Context: an optimization exercise on an open-source flow, tuned for small area, a short achievable clock period and few clock cycles. The choices shown serve that exercise and are no tape-out recipe. In this exercise RTL edits were held to simulation tests only and were not proved equivalent to the original.

### flow/run.sh
#!/bin/bash
# synth_recipe.tcl (not shown) runs the flow's synth.tcl, then flattens the netlist and writes it again
# the make line also repeats each setting of config.mk as NAME=value (left out here)
make -C /OpenROAD-flow-scripts/flow DESIGN_CONFIG=/design/flow/config.mk WORK_HOME=/design/flow/orfs CLKGATE_MAP_FILE= SYNTH_SCRIPT=/design/flow/synth_recipe.tcl finish
### flow/config.mk
export PLATFORM = sky130hd
export DESIGN_NAME = solid_solid_drag_coefficient
export DESIGN_NICKNAME = solid_solid_drag_coefficient
export VERILOG_FILES = /design/flow/design.v
export SDC_FILE = /design/flow/constraint.sdc
export NUM_CORES = 4
export LEC_CHECK = 0
export CAP_MARGIN = 20
export CORE_MARGIN = 2
export CORE_UTILIZATION = 40
export SLEW_MARGIN = 20
### flow/constraint.sdc
create_clock -name core_clock -period 10.0 [get_ports {clk}]
set_input_delay 2.0000 -clock core_clock [delete_from_list [all_inputs] [get_ports {clk}]]
set_output_delay 2.0000 -clock core_clock [all_outputs]
set_load 0.01 [all_outputs]
### flow/design.v
`default_nettype none
package ssdc_pkg;
	localparam logic [16:0] K1 = 17'd25990;
	localparam logic [16:0] K2 = 17'd97343;
	localparam logic [16:0] C3_2_14 = 17'd49152;     
	localparam logic [16:0] C15625 = 17'd15625;      
endpackage
`default_nettype wire
`default_nettype none
module ssdc_cfg (
	input  wire logic        clk,
	input  wire logic        arst_n,
	input  wire logic        psel,
	input  wire logic        penable,
	input  wire logic        pwrite,
	input  wire logic [2:0]  paddr,
	input  wire logic [31:0] pwdata,
	output logic      [31:0] prdata,
	output logic             pready,
	output logic      [15:0] restitution_q,
	output logic      [15:0] friction_q
);
	logic wr;
	assign pready = 1'b1;
	assign wr = psel & penable & pwrite;
	always_ff @(posedge clk or negedge arst_n) begin
		if (!arst_n) begin
			restitution_q <= 16'd58982;
			friction_q <= 16'd0;
		end else if (wr) begin
			if (paddr[2]) friction_q <= pwdata[15:0];
			else restitution_q <= pwdata[15:0];
		end
	end
	assign prdata = paddr[2] ? {16'd0, friction_q} : {16'd0, restitution_q};
endmodule
`default_nettype wire
`default_nettype none
module ssdc_unit (
	input  wire logic         clk,
	input  wire logic         arst_n,
	input  wire logic         start,
	input  wire logic [96:0]  r0,        
	input  wire logic [47:0]  l0,        
	input  wire logic         sat0,      
	input  wire logic [96:0]  dvs,       
	input  wire logic         out_ready,
	output logic              busy,
	output logic              out_valid,
	output logic [47:0]       drag,
	output logic              sat
);
	logic        first_q;
	logic [5:0]  cnt_q;
	logic [96:0] r_q;
	logic [47:0] l_q;
	logic [97:0] rp;
	logic [98:0] diff;
	logic        ge;
	assign rp = first_q ? {1'b0, r_q} : {r_q, l_q[47]};
	assign diff = {1'b0, rp} - {2'b0, dvs};
	assign ge = ~diff[98];
	always_ff @(posedge clk or negedge arst_n) begin
		if (!arst_n) begin
			busy <= 1'b0;
			out_valid <= 1'b0;
			first_q <= 1'b0;
			cnt_q <= '0;
		end else begin
			if (out_valid & out_ready) out_valid <= 1'b0;
			if (start) begin
				busy <= 1'b1;
				first_q <= 1'b1;
				cnt_q <= '0;
			end else if (busy) begin
				if (first_q) begin
					first_q <= 1'b0;
					if (sat | ge) begin
						busy <= 1'b0;
						out_valid <= 1'b1;
					end
				end else begin
					cnt_q <= cnt_q + 1'b1;
					if (cnt_q == 6'd47) begin
						busy <= 1'b0;
						out_valid <= 1'b1;
					end
				end
			end
		end
	end
	always_ff @(posedge clk) begin
		if (start) begin
			r_q <= r0;
			l_q <= l0;
			sat <= sat0;
		end else if (busy) begin
			if (first_q) begin
				if (sat | ge) begin
					sat <= 1'b1;
					l_q <= '1;
				end
			end else begin
				r_q <= ge ? diff[96:0] : rp[96:0];
				l_q <= {l_q[46:0], ge};
			end
		end
	end
	assign drag = l_q;
endmodule
`default_nettype wire
`default_nettype none
module solid_solid_drag_coefficient (
	input  wire logic        clk,
	input  wire logic        arst_n,
	input  wire logic        psel,
	input  wire logic        penable,
	input  wire logic        pwrite,
	input  wire logic [2:0]  paddr,
	input  wire logic [31:0] pwdata,
	output logic      [31:0] prdata,
	output logic             pready,
	input  wire logic        in_valid,
	output logic             in_ready,
	input  wire logic [15:0] alpha_gas,
	input  wire logic [15:0] alpha_first,
	input  wire logic [15:0] alpha_second,
	input  wire logic [15:0] diameter_first,
	input  wire logic [15:0] diameter_second,
	input  wire logic [15:0] density_first,
	input  wire logic [15:0] density_second,
	input  wire logic [15:0] phase_alpha,
	input  wire logic [15:0] phase_diameter,
	input  wire logic        phase_is_solid,
	input  wire logic        last_phase,
	output logic             out_valid,
	input  wire logic        out_ready,
	output logic      [47:0] drag_coeff,
	output logic             saturated
);
	logic [15:0] restitution_q, friction_q;
	ssdc_cfg u_cfg (
		.clk(clk), .arst_n(arst_n), .psel(psel), .penable(penable), .pwrite(pwrite),
		.paddr(paddr), .pwdata(pwdata), .prdata(prdata), .pready(pready),
		.restitution_q(restitution_q), .friction_q(friction_q)
	);
	localparam logic [1:0] PU_IDLE = 2'd0, PU_DIV = 2'd1, PU_ACC = 2'd2, PU_FIN = 2'd3;
	logic [1:0]  pu_q;
	logic [39:0] sum_q;
	logic        fault_q;
	logic        plast_q;
	logic [3:0]  pcnt_q;
	logic [15:0] prem_q, pdv_q;
	logic [31:0] pdq_q;
	logic        accept;
	logic        s_done;           
	logic [16:0] pr1, pr2;
	logic [16:0] pd1, pd2;
	logic        pge1, pge2;
	logic [15:0] prn1, prn2;
	logic [40:0] sum_next;
	logic [15:0] ag_f, a1_f, a2_f, d1_f, d2_f, r1_f, r2_f;
	assign in_ready = (pu_q == PU_IDLE);
	assign accept = in_valid & in_ready;
	assign pr1 = {prem_q, pdq_q[31]};
	assign pd1 = pr1 - {1'b0, pdv_q};
	assign pge1 = ~pd1[16] | pr1[16];
	assign prn1 = pge1 ? pd1[15:0] : pr1[15:0];
	assign pr2 = {prn1, pdq_q[30]};
	assign pd2 = pr2 - {1'b0, pdv_q};
	assign pge2 = ~pd2[16] | pr2[16];
	assign prn2 = pge2 ? pd2[15:0] : pr2[15:0];
	assign sum_next = {1'b0, sum_q} + {9'd0, pdq_q};
	always_ff @(posedge clk or negedge arst_n) begin
		if (!arst_n) begin
			pu_q <= PU_IDLE;
			sum_q <= '0;
			fault_q <= 1'b0;
			plast_q <= 1'b0;
			pcnt_q <= '0;
		end else begin
			unique case (pu_q)
				PU_IDLE: begin
					if (accept) begin
						plast_q <= last_phase;
						pcnt_q <= '0;
						if (phase_is_solid & (phase_diameter != 16'd0)) begin
							pu_q <= PU_DIV;
						end else begin
							if (phase_is_solid) fault_q <= 1'b1;
							if (last_phase) pu_q <= PU_FIN;
						end
					end
				end
				PU_DIV: begin
					pcnt_q <= pcnt_q + 1'b1;
					if (pcnt_q == 4'd15) pu_q <= PU_ACC;
				end
				PU_ACC: begin
					if (sum_next[40]) begin
						sum_q <= '1;
						fault_q <= 1'b1;
					end else begin
						sum_q <= sum_next[39:0];
					end
					pu_q <= plast_q ? PU_FIN : PU_IDLE;
				end
				PU_FIN: begin
					if (s_done) begin
						sum_q <= '0;
						fault_q <= 1'b0;
						pu_q <= PU_IDLE;
					end
				end
				default: pu_q <= PU_IDLE;
			endcase
		end
	end
	always_ff @(posedge clk) begin
		if (accept) begin
			prem_q <= '0;
			pdq_q <= {phase_alpha, 16'd0};
			pdv_q <= phase_diameter;
			ag_f <= alpha_gas;
			a1_f <= alpha_first;
			a2_f <= alpha_second;
			d1_f <= diameter_first;
			d2_f <= diameter_second;
			r1_f <= density_first;
			r2_f <= density_second;
		end else if (pu_q == PU_DIV) begin
			prem_q <= prn2;
			pdq_q <= {pdq_q[29:0], pge1, pge2};
		end
	end
	localparam logic [1:0] MU_IDLE = 2'd0, MU_RUN = 2'd1, MU_COPY = 2'd2, MU_WDIV = 2'd3;
	localparam logic [2:0] S_P = 3'd0, S_T = 3'd1, S_S = 3'd2, S_D1 = 3'd3, S_D2 = 3'd4,
		S_AG = 3'd5;
	localparam logic [3:0] Z_D1 = 4'd0, Z_D2 = 4'd1, Z_R1 = 4'd2, Z_R2 = 4'd3, Z_AG = 4'd4,
		Z_DS = 4'd5, Z_E = 4'd6, Z_FR = 4'd7, Z_ONE = 4'd8, Z_3 = 4'd9, Z_C46 = 4'd10,
		Z_K1 = 4'd11, Z_K2 = 4'd12, Z_MEG = 4'd13, Z_A1 = 4'd14, Z_A2 = 4'd15;
	logic [1:0]  mu_q;
	logic [4:0]  u_q;
	logic [2:0]  i_q;
	logic [17:0] cin_q;
	logic        kf_q;
	logic [15:0] ag_b, a1_b, a2_b, d1_b, d2_b, r1_b, r2_b;
	logic [16:0] dsum_b;
	logic [31:0] p_q [0:7];
	logic [31:0] t_q [0:3];
	logic [96:0] dvs_q;
	logic        u_dst;         
	logic [2:0]  u_dbase;
	logic [2:0]  u_len;         
	logic [2:0]  u_src;
	logic [2:0]  u_sbase;
	logic [2:0]  u_slen;        
	logic        u_sh;          
	logic        u_acc;
	logic [3:0]  u_z;
	always_comb begin
		u_dst = 1'b0; u_dbase = 3'd0; u_len = 3'd0; u_src = S_P; u_sbase = 3'd0;
		u_slen = 3'd1; u_sh = 1'b0; u_acc = 1'b0; u_z = Z_ONE;
		unique case (u_q)
			5'd0:  begin u_dst = 1'b1; u_dbase = 3'd0; u_len = 3'd1; u_src = S_S;  u_sbase = 3'd0; u_slen = 3'd2; u_z = Z_D1; end
			5'd1:  begin u_dst = 1'b0; u_dbase = 3'd4; u_len = 3'd0; u_src = S_D1; u_sbase = 3'd0; u_slen = 3'd1; u_z = Z_D1; end
			5'd2:  begin u_dst = 1'b0; u_dbase = 3'd4; u_len = 3'd1; u_src = S_P;  u_sbase = 3'd4; u_slen = 3'd1; u_z = Z_D1; end
			5'd3:  begin u_dst = 1'b0; u_dbase = 3'd4; u_len = 3'd2; u_src = S_P;  u_sbase = 3'd4; u_slen = 3'd2; u_z = Z_R1; end
			5'd4:  begin u_dst = 1'b1; u_dbase = 3'd2; u_len = 3'd0; u_src = S_D2; u_sbase = 3'd0; u_slen = 3'd1; u_z = Z_D2; end
			5'd5:  begin u_dst = 1'b1; u_dbase = 3'd2; u_len = 3'd1; u_src = S_T;  u_sbase = 3'd2; u_slen = 3'd1; u_z = Z_D2; end
			5'd6:  begin u_dst = 1'b1; u_dbase = 3'd2; u_len = 3'd1; u_src = S_T;  u_sbase = 3'd2; u_slen = 3'd2; u_z = Z_R2; end
			5'd7:  begin u_dst = 1'b0; u_dbase = 3'd4; u_len = 3'd2; u_src = S_T;  u_sbase = 3'd2; u_slen = 3'd2; u_acc = 1'b1; u_z = Z_ONE; end
			5'd8:  begin u_dst = 1'b0; u_dbase = 3'd4; u_len = 3'd2; u_src = S_P;  u_sbase = 3'd4; u_slen = 3'd3; u_z = Z_AG; end
			5'd9:  begin u_dst = 1'b0; u_dbase = 3'd4; u_len = 3'd3; u_src = S_P;  u_sbase = 3'd4; u_slen = 3'd3; u_z = Z_AG; end
			5'd10: begin u_dst = 1'b1; u_dbase = 3'd0; u_len = 3'd2; u_src = S_T;  u_sbase = 3'd0; u_slen = 3'd2; u_z = Z_D2; end
			5'd11: begin u_dst = 1'b1; u_dbase = 3'd0; u_len = 3'd2; u_src = S_T;  u_sbase = 3'd0; u_slen = 3'd3; u_z = Z_3; end
			5'd12: begin u_dst = 1'b1; u_dbase = 3'd0; u_len = 3'd2; u_src = S_AG; u_sbase = 3'd0; u_slen = 3'd1; u_acc = 1'b1; u_z = Z_DS; end
			5'd13: begin u_dst = 1'b0; u_dbase = 3'd0; u_len = 3'd3; u_src = S_T;  u_sbase = 3'd0; u_slen = 3'd3; u_sh = 1'b1; u_z = Z_C46; end
			5'd14: begin u_dst = 1'b1; u_dbase = 3'd0; u_len = 3'd2; u_src = S_T;  u_sbase = 3'd0; u_slen = 3'd3; u_z = Z_FR; end
			5'd15: begin u_dst = 1'b1; u_dbase = 3'd0; u_len = 3'd3; u_src = S_T;  u_sbase = 3'd0; u_slen = 3'd3; u_z = Z_K1; end
			5'd16: begin u_dst = 1'b1; u_dbase = 3'd0; u_len = 3'd3; u_src = S_T;  u_sbase = 3'd0; u_slen = 3'd4; u_z = Z_K2; end
			5'd17: begin u_dst = 1'b0; u_dbase = 3'd0; u_len = 3'd3; u_src = S_T;  u_sbase = 3'd0; u_slen = 3'd4; u_acc = 1'b1; u_z = Z_ONE; end
			5'd18: begin u_dst = 1'b0; u_dbase = 3'd0; u_len = 3'd4; u_src = S_P;  u_sbase = 3'd0; u_slen = 3'd4; u_z = Z_E; end
			5'd19: begin u_dst = 1'b0; u_dbase = 3'd0; u_len = 3'd4; u_src = S_P;  u_sbase = 3'd0; u_slen = 3'd5; u_z = Z_MEG; end
			5'd20: begin u_dst = 1'b0; u_dbase = 3'd0; u_len = 3'd5; u_src = S_P;  u_sbase = 3'd0; u_slen = 3'd5; u_z = Z_A1; end
			5'd21: begin u_dst = 1'b0; u_dbase = 3'd0; u_len = 3'd5; u_src = S_P;  u_sbase = 3'd0; u_slen = 3'd6; u_z = Z_A2; end
			5'd22: begin u_dst = 1'b0; u_dbase = 3'd0; u_len = 3'd6; u_src = S_P;  u_sbase = 3'd0; u_slen = 3'd6; u_z = Z_R1; end
			5'd23: begin u_dst = 1'b0; u_dbase = 3'd0; u_len = 3'd6; u_src = S_P;  u_sbase = 3'd0; u_slen = 3'd7; u_z = Z_R2; end
			5'd24: begin u_dst = 1'b0; u_dbase = 3'd0; u_len = 3'd7; u_src = S_P;  u_sbase = 3'd0; u_slen = 3'd7; u_z = Z_DS; end
			default: ;
		endcase
	end
	logic [3:0]  sj;            
	logic        xvalid;
	logic [2:0]  pidx, tidx;
	logic [31:0] prd, trd, xw, yw, scal;
	logic [16:0] zv;
	logic [49:0] macc;
	logic        last_word;
	logic        mu_step;
	logic        mu_take;
	logic        dv_start;
	logic        dv_busy, dv_valid;
	assign sj = {1'b0, i_q} - {3'b0, u_sh};
	assign xvalid = ~sj[3] & (sj[2:0] < u_slen);
	assign pidx = (u_src == S_P) ? (u_sbase + sj[2:0]) : (u_dbase + i_q);
	assign tidx = (u_src == S_T) ? (u_sbase[1:0] + sj[1:0]) : (u_dbase[1:0] + i_q[1:0]);
	assign prd = p_q[pidx];
	assign trd = t_q[tidx[1:0]];
	always_comb begin
		unique case (u_src)
			S_P:  scal = prd;
			S_T:  scal = trd;
			S_S:  scal = sj[0] ? {24'd0, sum_q[39:32]} : sum_q[31:0];
			S_D1: scal = {16'd0, d1_b};
			S_D2: scal = {16'd0, d2_b};
			S_AG: scal = {ag_b, 16'd0};
			default: scal = '0;
		endcase
	end
	assign xw = xvalid ? scal : 32'd0;
	assign yw = u_acc ? (u_dst ? trd : prd) : 32'd0;
	always_comb begin
		unique case (u_z)
			Z_D1:  zv = {1'b0, d1_b};
			Z_D2:  zv = {1'b0, d2_b};
			Z_R1:  zv = {1'b0, r1_b};
			Z_R2:  zv = {1'b0, r2_b};
			Z_AG:  zv = {1'b0, ag_b};
			Z_DS:  zv = dsum_b;
			Z_E:   zv = {1'b1, restitution_q};
			Z_FR:  zv = {1'b0, friction_q};
			Z_ONE: zv = 17'd1;
			Z_3:   zv = 17'd3;
			Z_C46: zv = ssdc_pkg::C3_2_14;
			Z_K1:  zv = ssdc_pkg::K1;
			Z_K2:  zv = ssdc_pkg::K2;
			Z_MEG: zv = ssdc_pkg::C15625;
			Z_A1:  zv = {1'b0, a1_b};
			Z_A2:  zv = {1'b0, a2_b};
			default: zv = '0;
		endcase
	end
	assign macc = {18'd0, xw} * {33'd0, zv} + {18'd0, yw} + {32'd0, cin_q};
	assign last_word = (i_q == u_len);
	assign mu_step = (mu_q == MU_RUN);
	assign s_done = mu_step & (u_q == 5'd0) & last_word;
	assign dv_start = (mu_q == MU_WDIV) & ~dv_busy & ~dv_valid;
	assign mu_take = (pu_q == PU_FIN) & ((mu_q == MU_IDLE) | dv_start);
	always_ff @(posedge clk or negedge arst_n) begin
		if (!arst_n) begin
			mu_q <= MU_IDLE;
			u_q <= '0;
			i_q <= '0;
		end else begin
			if (mu_take) begin
				mu_q <= MU_RUN;
				u_q <= '0;
				i_q <= '0;
			end else begin
				unique case (mu_q)
					MU_RUN: begin
						if (last_word) begin
							i_q <= '0;
							if (u_q == 5'd17) mu_q <= MU_COPY;
							else if (u_q == 5'd24) mu_q <= MU_WDIV;
							u_q <= u_q + 1'b1;
						end else begin
							i_q <= i_q + 1'b1;
						end
					end
					MU_COPY: if (~dv_busy) mu_q <= MU_RUN;
					MU_WDIV: if (dv_start) mu_q <= MU_IDLE;
					default: ;
				endcase
			end
		end
	end
	always_ff @(posedge clk) begin
		if (mu_take) begin
			ag_b <= ag_f;
			a1_b <= a1_f;
			a2_b <= a2_f;
			d1_b <= d1_f;
			d2_b <= d2_f;
			r1_b <= r1_f;
			r2_b <= r2_f;
			dsum_b <= {1'b0, d1_f} + {1'b0, d2_f};
			kf_q <= fault_q;
			cin_q <= '0;
		end else if (mu_step) begin
			cin_q <= last_word ? 18'd0 : macc[49:32];
		end
		if ((mu_q == MU_COPY) & ~dv_busy) dvs_q <= {p_q[7][0], p_q[6], p_q[5], p_q[4]};
	end
	genvar gw;
	generate
		for (gw = 0; gw < 8; gw++) begin : g_p
			always_ff @(posedge clk) begin
				if (mu_step & ~u_dst & (u_dbase + i_q == gw)) p_q[gw] <= macc[31:0];
			end
		end
		for (gw = 0; gw < 4; gw++) begin : g_t
			always_ff @(posedge clk) begin
				if (mu_step & u_dst & (u_dbase[1:0] + i_q[1:0] == gw)) t_q[gw] <= macc[31:0];
			end
		end
	endgenerate
	logic [255:0] mv;
	assign mv = {p_q[7], p_q[6], p_q[5], p_q[4], p_q[3], p_q[2], p_q[1], p_q[0]};
	ssdc_unit u_div (
		.clk(clk), .arst_n(arst_n), .start(dv_start),
		.r0(mv[218:122]), .l0(mv[121:74]), .sat0(kf_q | (|mv[255:219])),
		.dvs(dvs_q), .out_ready(out_ready),
		.busy(dv_busy), .out_valid(dv_valid), .drag(drag_coeff), .sat(saturated)
	);
	assign out_valid = dv_valid;
endmodule
`default_nettype wire
==> results.toml <==
[detailed_routing]
drcViolationCount = 0
antenna_left = 0
final_routed_wirelength_mm = 253
vias_per_cell = 5.56
drt-pass1-iter-count = 9
detail_route.iter0.violations = 5851
detailroute.via_count = 57857
detail_route.wl_per_cell_um = 24.3

[critical_path]
critical-path-max-stage-delay_ns = 0.56
critPathRequiredTime_ns = 10.49
critical_path.startpoint_type = "register"
cpMostUsedCell = "sky130_fd_sc_hd__fa_1"
cpMaxStageDelayCell = "sky130_fd_sc_hd__fa_1"
critPathBufInv = 14
endpoint_kind = "register"
critical_path_peak_fanout = 7
critical-path-top-delay-family = "adder cells"
setup.worst_path.class = "register to register"
arr_time_crit_path_ns = 10.67

[synthesis]
ys_seq_area_share_pct = 41.5
synthesis.area_per_instance_sq_um = 10.3
synth-main-ff-cell = "sky130_fd_sc_hd__edfxtp_1"
synth-warning-count = 5
synth_async_sr_flop_share_pct = 9.43
number_of_synthesized_flops_with_an_enable_pin = 901
synthesis.instances = 7158
post_synth_instance_area_sq_um = 73600
yosysUniqueCellTypes = 101
synth-seq-cells = 1050

[clock_network]
tritoncts_clock_tree = "done"
cts.htree.levels = 3
cts_inserted_buffers = 113
cts.path.max_buffers = 3
cts.root.buffer_cell = "sky130_fd_sc_hd__clkbuf_16"
insertion_delay_ns = 0.79
post_cts_hold_fix_bufs = 0
clk_pin_slew_worst_paths_ns = 0.06
cts_num_sinks = 1050

[layout]
postLayoutCoreUtil_pct = 48.8
register_area_sq_um = 30600
finish.instance_area_sq_um = 89200
synthToLayoutAreaGrowth_pct = 21.1
fill_cells = 16771
finish.cell_count_without_fillers = 10401
multiInputGateArea_sq_um = 39900
design.final.nets = 8870
post_route_cells_drive_above_1_share_pct = 18.0

[place]
pre_cts_slack_ns = -0.890
dp.final_hpwl_mm = 194
place_inst = 10117
numPortBuffers = 236
post_dp_cell_area_sq_um = 83200
place_congestion = 0.993

[sta]
fin_skew_ns = 0.0516
finalSetupTns_ns = -4.81
setup_viol = 39
tightest_slew_ns = 1.14
fmaxAchievable_mhz = 98.2
unrepaired_setup_endpoints_after_global_routing = "true"
final-hold-violation-count = 0
fin_crit_ns = 10.18
remaining_max_slew_budget_at_the_tightest_pin_pct = 23.0
period_share_pct = 102
layout_setup_ws_ns = -0.179
slew_violations = 0

[die]
die-area_sq_um = 187000
die_x_um = 433
ioPinCount = 272
initial_utilization_pct = 40.3
rows = 157
core_area_sq_um = 183000
floorplan.die.height_um = 433

[job]
cap_violations = 0

[global_routing]
gr-usage-all-layers_pct = 26.4
grt_start_max_net_pins = 127
grt_first_pass_wirelength_mm = 369
grt-ovfl-total = 0
grt_antenna_before_repair = 9
first_global_vias = 57166

[run_status]
status = "finished with violations"
layout.failed_checks = "negative setup slack"

[hold_path]
hp-class = "register to register"
what timing repair did:
action | in CTS | in global routing
setup buffers | 13 | 42
setup endpoints to repair | 134 | 186
pin swaps | 9 | 101
gates cloned | 2 | 4
gates resized for setup | 93 | 206
state kept, by name, summed over array words and instances (netlist names), 17 cells and up:
register / flops
sum_q: 40
cin_q: 18
pdq_q: 32
u_div.r_q: 97
p_q: 256
t_q: 128
dsum_b: 17
dvs_q: 97
u_div.l_q: 48
stage by stage:
| step | hold WS [ns] |
|---|---|
| after floorplan | 0.400 |
| after global placement | 0.404 |
| after CTS | 0.382 |
| after detailed placement | 0.405 |
| final | 0.392 |
| after global routing | 0.401 |
cell usage in the layout (no fill, tap or decap), types with 211 or more instances in the layout:
cell	synthesis	final
sky130_fd_sc_hd__edfxtp_1	901	901
sky130_fd_sc_hd__nand2_1	850	842
sky130_fd_sc_hd__inv_1	854	836
sky130_fd_sc_hd__nor2_1	608	584
sky130_fd_sc_hd__buf_4	32	584
sky130_fd_sc_hd__fa_1	505	482
sky130_fd_sc_hd__a21oi_1	422	409
sky130_fd_sc_hd__o21ai_0	366	349
sky130_fd_sc_hd__ha_1	347	322
sky130_fd_sc_hd__clkdlybuf4s50_1	0	235
sky130_fd_sc_hd__mux2_2	214	211
final cells by class:
| cell class | count | area share, % |
|---|---|---|
| clock inverter | 73 | 0.923 |
| timing repair buffer | 915 | 9.56 |
| sequential | 1050 | 34.3 |
| antenna | 7 | 0.0196 |
| clock buffer | 142 | 3.42 |
| tap | 2464 | 3.46 |
| multi-input combinational | 4894 | 44.8 |
| inverter | 856 | 3.61 |
logic make-up after synthesis:
| group | after synthesis | synth area share (%) |
|---|---|---|
| fa+ha+maj | 852 | 19.6 |
| xor+xnor | 201 | 2.39 |
| flops | 1050 | 41.5 |
| buf+inv | 1229 | 6.63 |
| other cells | 2 | 0.0102 |
| compound gates | 1533 | 13.7 |
| mux | 270 | 4.10 |
| simple gates | 2021 | 12.1 |
per-layer routing:
layer / global-route usage [%] / vias up / part of all wire (%) / wire length [um]
li1: - / 26164 / - / -
met1: 35.1 / 28921 / 41 / 105000
met2: 42.4 / 2302 / 46 / 116000
met3: 3.36 / 470 / 6.8 / 17100
met4: 13.6 / 0 / 6.0 / 15100
met5: 0 / - / 0 / 0
final timing paths:
path                                    start  cells past startpoint  slack (ns)                               to
min                         a1_f[5]$_DFFE_PP_                      0        0.39                a1_b[5]$_DFFE_PP_
min reg2reg                 a1_f[5]$_DFFE_PP_                      0        0.39                a1_b[5]$_DFFE_PP_
max in group asynchronous              arst_n                      2        7.77        u_div.first_q$_DFFE_PN0P_
min in group asynchronous              arst_n                      1        1.14  u_cfg.friction_q[7]$_DFFE_PN0P_
max                        u_q[1]$_DFFE_PN0P_                     46       -0.18             t_q[2][25]$_DFFE_PP_
max reg2reg                u_q[1]$_DFFE_PN0P_                     46       -0.18             t_q[2][25]$_DFFE_PP_
cells in the mapped netlist, types with 14 or more instances:
library cell,count,area (sq um)
sky130_fd_sc_hd__edfxtp_1,901,27100
sky130_fd_sc_hd__inv_1,854,3210
sky130_fd_sc_hd__nand2_1,850,3190
sky130_fd_sc_hd__nor2_1,608,2280
sky130_fd_sc_hd__fa_1,505,10100
sky130_fd_sc_hd__a21oi_1,422,2110
sky130_fd_sc_hd__o21ai_0,366,1830
sky130_fd_sc_hd__ha_1,347,4340
sky130_fd_sc_hd__clkbuf_1,225,845
sky130_fd_sc_hd__mux2_2,214,2410
sky130_fd_sc_hd__xnor2_1,133,1160
sky130_fd_sc_hd__a21o_1,117,878
sky130_fd_sc_hd__nand3_1,113,566
sky130_fd_sc_hd__dfrtp_1,90,2250
sky130_fd_sc_hd__buf_2,88,440
sky130_fd_sc_hd__a31oi_1,82,513
sky130_fd_sc_hd__nor3_1,75,375
sky130_fd_sc_hd__nand4_1,68,425
sky130_fd_sc_hd__xor2_1,68,596
sky130_fd_sc_hd__and2_1,64,400
sky130_fd_sc_hd__nand2b_1,63,394
sky130_fd_sc_hd__a222oi_1,55,551
sky130_fd_sc_hd__a221oi_1,53,464
sky130_fd_sc_hd__a22o_1,52,455
sky130_fd_sc_hd__mux2i_1,51,510
sky130_fd_sc_hd__dfxtp_1,50,1000
sky130_fd_sc_hd__o21bai_1,48,360
sky130_fd_sc_hd__nor2b_1,41,257
sky130_fd_sc_hd__o21a_1,40,300
sky130_fd_sc_hd__a211oi_1,34,255
sky130_fd_sc_hd__and3_1,34,213
sky130_fd_sc_hd__buf_4,32,240
sky130_fd_sc_hd__nor4_1,27,169
sky130_fd_sc_hd__o211ai_1,23,173
sky130_fd_sc_hd__buf_1,21,78.8
sky130_fd_sc_hd__o21ai_1,21,105
sky130_fd_sc_hd__or3_1,20,125
sky130_fd_sc_hd__a21oi_2,17,149
sky130_fd_sc_hd__a221o_1,17,170
sky130_fd_sc_hd__o22ai_1,17,106
sky130_fd_sc_hd__a22oi_1,16,120
sky130_fd_sc_hd__o22a_1,14,123
sky130_fd_sc_hd__o31ai_1,14,105
sky130_fd_sc_hd__or2_2,14,87.6
Testbench counts, summed over its fixed seeds: cycles 31,739.

## separate check: timing with driven ports
Ports are ideal in the flow. The routed layout listed here was re-timed in OpenROAD.
Step 1 (the two cells are an assumption about what drives the block):
set clk [get_ports {clk}]
set_driving_cell -lib_cell sky130_fd_sc_hd__clkbuf_16 $clk
set_driving_cell -lib_cell sky130_fd_sc_hd__buf_2 [delete_from_list [all_inputs] $clk]
Step 2 moves the port delays by t, midway between the first and last clock arrival at a register: inputs arrive t later, outputs are due t later. That takes back most of the time a late clock gives input paths.
Three values: no drivers, after step 1, after step 2; two values: the first two.
t (ns): 0.849
slack for setup (ns): -0.179 / -0.179 / -0.179
hold WS [ns]: 0.392 / 0.392 / 0.392
clock arrival spread, ns: 0.055 / 0.055
pins driven straight from the clock port: 1
The setup slack of this run moves by 0.000 ns with the drivers and by 0.000 ns with both steps.
